This is an optimization exercise on Yosys and OpenROAD, whose aim is small area and a short achievable clock period, not a production implementation.
Power and IR drop assume default switching activity.

==> flow/design.v <==
`default_nettype none
package ldpc_types_pkg;
    typedef logic signed [8-1:0] llr_t;
    typedef logic [8-1:0] mag_t;
    typedef logic [6-1:0] loc_t;
    typedef struct packed {
        llr_t a0;
        llr_t a1;
        llr_t a2;
        llr_t a3;
        llr_t a4;
        llr_t a5;
    } llr_row_t;
    typedef mag_t [7:0] mag_vec_t;
endpackage
`default_nettype wire
`default_nettype none
package ldpc_axil_pkg;
    typedef logic [31:0] axil_addr_t;
    typedef logic [31:0] axil_data_t;
    typedef logic [1:0]  axil_resp_t;
    localparam axil_resp_t AXIL_OKAY   = 2'd0;
    localparam axil_resp_t AXIL_SLVERR = 2'd2;
    typedef struct packed {
        axil_addr_t awaddr;
        logic       awvalid;
        axil_data_t wdata;
        logic [3:0] wstrb;
        logic       wvalid;
        logic       bready;
        axil_addr_t araddr;
        logic       arvalid;
        logic       rready;
    } axil_req_t;
    typedef struct packed {
        logic       awready;
        logic       wready;
        logic       bvalid;
        axil_resp_t bresp;
        logic       arready;
        logic       rvalid;
        axil_data_t rdata;
        axil_resp_t rresp;
    } axil_rsp_t;
endpackage
`default_nettype wire
`timescale 1ns/10ps
`default_nettype none
module ldpc_minsigner (
    input  wire logic        i_clock,
    input  wire logic        i_reset,
    input  wire logic [47:0] i_row,
    input  wire logic        i_valid,
    input  wire logic [8:0]  i_neg_offset,
    output      logic [47:0] o_row,
    output      logic        o_valid
);
function automatic less8(input [7:0] a, input [7:0] b);
    less8 = 1'b0;
    for (int i = 0; i < 8; i++) begin
        less8 = (~a[i] & b[i]) | ((~a[i] | b[i]) & less8);
    end
endfunction
logic [7:0]  key_in [6];
logic        lt_in  [6][6];    
always_comb begin
    for (int i = 0; i < 6; i++) begin
        key_in[i] = {i_row[(5-i)*8 +: 7] ^ {7{i_row[(5-i)*8+7]}}, i_row[(5-i)*8+7]};
    end
    for (int j = 0; j < 6; j++) begin
        for (int k = 0; k < 6; k++) begin
            lt_in[j][k] = (j > k) ? less8(key_in[j], key_in[k]) : 1'b0;
        end
    end
end
logic [7:0]  key_s1 [6];
logic        lt_s1  [6][6];
always_ff @(posedge i_clock) begin
    for (int i = 0; i < 6; i++) begin
        key_s1[i] <= key_in[i];
    end
    for (int j = 1; j < 6; j++) begin
        for (int k = 0; k < j; k++) begin
            lt_s1[j][k] <= lt_in[j][k];
        end
    end
end
logic [5:0]  beats  [6];
logic [5:0]  is_min;
logic [5:0]  is_sec;
logic [7:0]  min1_key;
logic [7:0]  min2_key;
logic        parity;
always_comb begin
    for (int j = 0; j < 6; j++) begin
        for (int k = 0; k < 6; k++) begin
            if (j == k)     beats[j][k] = 1'b1;
            else if (j > k) beats[j][k] = lt_s1[j][k];
            else            beats[j][k] = ~lt_s1[k][j];
        end
    end
    for (int j = 0; j < 6; j++) begin
        is_min[j] = &beats[j];
    end
    for (int j = 0; j < 6; j++) begin
        is_sec[j] = ~is_min[j] & (&(beats[j] | is_min));
    end
    min1_key = '0;
    min2_key = '0;
    parity   = 1'b0;
    for (int j = 0; j < 6; j++) begin
        min1_key = min1_key | ({8{is_min[j]}} & key_s1[j]);
        min2_key = min2_key | ({8{is_sec[j]}} & key_s1[j]);
        parity   = parity ^ key_s1[j][0];
    end
end
logic [7:0]  key1_s2;
logic [7:0]  key2_s2;
logic [5:0]  loc_s2;
logic [5:0]  sign_s2;
always_ff @(posedge i_clock) begin
    key1_s2 <= min1_key;
    key2_s2 <= min2_key;
    loc_s2  <= is_min;
    for (int i = 0; i < 6; i++) begin
        sign_s2[i] <= parity ^ key_s1[i][0];
    end
end
logic [8:0]  dif1;
logic [8:0]  dif2;
logic [7:0]  cor1_s3;
logic [7:0]  cor2_s3;
logic [5:0]  loc_s3;
logic [5:0]  sign_s3;
always_comb begin
    dif1 = {2'b0, key1_s2[7:1]} + i_neg_offset + {8'b0, key1_s2[0]};
    dif2 = {2'b0, key2_s2[7:1]} + i_neg_offset + {8'b0, key2_s2[0]};
end
always_ff @(posedge i_clock) begin
    cor1_s3 <= dif1[8] ? 8'd0 : dif1[7:0];
    cor2_s3 <= dif2[8] ? 8'd0 : dif2[7:0];
    loc_s3  <= loc_s2;
    sign_s3 <= sign_s2;
end
logic [7:0]  neg1;
logic [7:0]  neg2;
logic [47:0] row_out;
always_comb begin
    neg1 = -cor1_s3;
    neg2 = -cor2_s3;
    for (int i = 0; i < 6; i++) begin
        row_out[(5-i)*8 +: 8] = loc_s3[i] ? (sign_s3[i] ? neg2 : cor2_s3)
                                          : (sign_s3[i] ? neg1 : cor1_s3);
    end
end
always_ff @(posedge i_clock) begin
    o_row <= row_out;
end
logic [2:0]  valid_sr;
always_ff @(posedge i_clock) begin
    if (i_reset) begin
        valid_sr <= '0;
        o_valid  <= 1'b0;
    end else begin
        valid_sr <= {valid_sr[1:0], i_valid};
        o_valid  <= valid_sr[2];
    end
end
endmodule
`default_nettype wire
`timescale 1ns/10ps
`default_nettype none
module ldpc_ctrl_regs (
    input  wire logic        i_clock,
    input  wire logic        i_reset,
    input  wire logic [31:0] i_awaddr,
    input  wire logic        i_awvalid,
    output      logic        o_awready,
    input  wire logic [31:0] i_wdata,
    input  wire logic [3:0]  i_wstrb,
    input  wire logic        i_wvalid,
    output      logic        o_wready,
    output      logic        o_bvalid,
    output      logic [1:0]  o_bresp,
    input  wire logic        i_bready,
    input  wire logic [31:0] i_araddr,
    input  wire logic        i_arvalid,
    output      logic        o_arready,
    output      logic        o_rvalid,
    output      logic [31:0] o_rdata,
    output      logic [1:0]  o_rresp,
    input  wire logic        i_rready,
    input  wire logic        i_row_done,
    output      logic [8:0]  o_neg_offset
);
logic        aw_ready;
logic        ar_ready;
logic        b_valid;
logic        r_valid;
logic        b_err;
logic        r_err;
logic [31:0] r_data;
logic [31:0] row_count;
logic [7:0]  neg_offset;     
logic [7:0]  wr_neg;
assign wr_neg = -i_wdata[7:0];
always_ff @(posedge i_clock) begin
    if (i_reset) begin
        aw_ready <= 1'b0;
        b_valid  <= 1'b0;
        neg_offset <= '0;
    end else begin
        aw_ready <= 1'b0;
        if (aw_ready) begin
            b_valid <= 1'b1;
            if (i_awaddr == 32'h0000_0000 && i_wstrb[0]) begin
                neg_offset <= wr_neg;
            end
        end else if (b_valid) begin
            if (i_bready) begin
                b_valid <= 1'b0;
            end
        end else if (i_awvalid && i_wvalid) begin
            aw_ready <= 1'b1;
        end
    end
end
always_ff @(posedge i_clock) begin
    if (aw_ready) begin
        b_err <= i_awaddr != 32'h0000_0000;
    end
end
always_ff @(posedge i_clock) begin
    if (i_reset) begin
        ar_ready <= 1'b0;
        r_valid  <= 1'b0;
    end else begin
        ar_ready <= 1'b0;
        if (ar_ready) begin
            r_valid <= 1'b1;
        end else if (r_valid) begin
            if (i_rready) begin
                r_valid <= 1'b0;
            end
        end else if (i_arvalid) begin
            ar_ready <= 1'b1;
        end
    end
end
always_ff @(posedge i_clock) begin
    if (ar_ready) begin
        r_err <= 1'b0;
        case (i_araddr)
            32'h0000_0000: r_data <= {24'b0, -neg_offset};
            32'h0000_0004:   r_data <= row_count;
            default: begin
                r_data <= '0;
                r_err  <= 1'b1;
            end
        endcase
    end
end
always_ff @(posedge i_clock) begin
    if (i_reset) begin
        row_count <= '0;
    end else if (i_row_done) begin
        row_count <= row_count + 1'b1;
    end
end
assign o_awready = aw_ready;
assign o_wready  = aw_ready;
assign o_bvalid  = b_valid;
assign o_bresp   = {b_err, 1'b0};
assign o_arready = ar_ready;
assign o_rvalid  = r_valid;
assign o_rdata   = r_data;
assign o_rresp   = {r_err, 1'b0};
assign o_neg_offset = {|neg_offset, neg_offset};
endmodule
`default_nettype wire
`timescale 1ns/10ps
`default_nettype none
module ldpc_check_node (
    input  wire logic        i_clock,
    input  wire logic        i_reset,
    input  wire logic [47:0] i_row,
    input  wire logic        i_valid,
    output      logic [47:0] o_row,
    output      logic        o_valid,
    input  wire logic [31:0] s_axil_awaddr,
    input  wire logic        s_axil_awvalid,
    output      logic        s_axil_awready,
    input  wire logic [31:0] s_axil_wdata,
    input  wire logic [3:0]  s_axil_wstrb,
    input  wire logic        s_axil_wvalid,
    output      logic        s_axil_wready,
    output      logic        s_axil_bvalid,
    output      logic [1:0]  s_axil_bresp,
    input  wire logic        s_axil_bready,
    input  wire logic [31:0] s_axil_araddr,
    input  wire logic        s_axil_arvalid,
    output      logic        s_axil_arready,
    output      logic        s_axil_rvalid,
    output      logic [31:0] s_axil_rdata,
    output      logic [1:0]  s_axil_rresp,
    input  wire logic        s_axil_rready
);
logic [8:0] neg_offset;
ldpc_ctrl_regs u_ctrl_regs (
    .i_clock    (i_clock),
    .i_reset    (i_reset),
    .i_awaddr   (s_axil_awaddr),
    .i_awvalid  (s_axil_awvalid),
    .o_awready  (s_axil_awready),
    .i_wdata    (s_axil_wdata),
    .i_wstrb    (s_axil_wstrb),
    .i_wvalid   (s_axil_wvalid),
    .o_wready   (s_axil_wready),
    .o_bvalid   (s_axil_bvalid),
    .o_bresp    (s_axil_bresp),
    .i_bready   (s_axil_bready),
    .i_araddr   (s_axil_araddr),
    .i_arvalid  (s_axil_arvalid),
    .o_arready  (s_axil_arready),
    .o_rvalid   (s_axil_rvalid),
    .o_rdata    (s_axil_rdata),
    .o_rresp    (s_axil_rresp),
    .i_rready   (s_axil_rready),
    .i_row_done (o_valid),
    .o_neg_offset (neg_offset)
);
ldpc_minsigner u_minsigner (
    .i_clock  (i_clock),
    .i_reset  (i_reset),
    .i_row    (i_row),
    .i_valid  (i_valid),
    .i_neg_offset (neg_offset),
    .o_row    (o_row),
    .o_valid  (o_valid)
);
endmodule
`default_nettype wire
clock: 4.0 ns
lec_check: 0
abc_area: 1
cap_margin: 20
core_margin: 2
core_utilization: 55
setup_slack_margin: 2.1
slew_margin: 20
standard.sh (not shown) runs the stock make flow with config.mk's settings and CLKGATE_MAP_FILE= SYNTH_SCRIPT=/design/flow/synth_recipe.tcl, a recipe that flattens the netlist after the stock synthesis.
==> flow/flow/run.sh <==
#!/bin/bash
# Standard layout (the standard.sh, all of ORFS's output in standard.log) with:
#  - plain buf_1 cells on the ports instead of the clkdlybuf4s50 delay cell that
#    buffer_ports picks by default (the resizer upsizes them where timing needs it),
#  - CTS without dummy loads.
export BUFFER_PORTS_ARGS="-buffer_cell sky130_fd_sc_hd__buf_1"
export CTS_ARGS="-sink_clustering_enable -repair_clock_nets -sink_clustering_size 32 -sink_clustering_max_diameter 100 -buf_list sky130_fd_sc_hd__clkbuf_16 -dont_use_dummy_load"
bash standard.sh > standard.log 2>&1
Change:
--- a/flow/flow/run.sh
+++ b/flow/flow/run.sh
@@ -5,4 +5,4 @@
 #  - CTS without dummy loads.
 export BUFFER_PORTS_ARGS="-buffer_cell sky130_fd_sc_hd__buf_1"
-export CTS_ARGS="-sink_clustering_enable -repair_clock_nets -sink_clustering_size 32 -sink_clustering_max_diameter 100 -buf_list sky130_fd_sc_hd__clkbuf_16 -dont_use_dummy_load"
+export CTS_ARGS="-sink_clustering_enable -repair_clock_nets -sink_clustering_size 16 -sink_clustering_max_diameter 60 -buf_list sky130_fd_sc_hd__clkbuf_8 -dont_use_dummy_load"
 bash standard.sh > standard.log 2>&1
Settings changed: CTS_BUF_LIST set to sky130_fd_sc_hd__clkbuf_8, CTS_CLUSTER_DIAMETER set to 60, CTS_CLUSTER_SIZE set to 16.
Result: The new run ran to the end with no violations; via count grows by about 0.9%; die area is unchanged; total power hardly moves; fmax came out lower by 1.8%; synthesized cell count does not change.
No functional check of the RTL was part of any run of this note.

-- re-timing with driven ports --
The flow's constraints put no driver on any port. The routed layouts listed below were extracted and timed again, unchanged, in two steps. Step 1 assumes that a clkbuf_16 drives the clock port and a buf_2 every other input. Step 2 also shifts input and output timing later by t, the mid clock arrival at the registers, as if the neighbouring blocks saw the same clock. Slacks: ideal / step 1 / step 2; pairs: ideal / step 1.
| run | t (ns) | setup WS [ns] | pins driven straight from the clock port |
|---|---|---|---|
| the first run | 0.518 | 2.085 / 2.074 / 1.705 | 1 |
| the second run | 0.587 | 2.050 / 2.002 / 1.618 | 1 |
After both steps setup and hold are still met in every run listed. The setup slack of the second run, which loses most, moves by -0.048 ns with the drivers and by -0.432 ns with both steps.
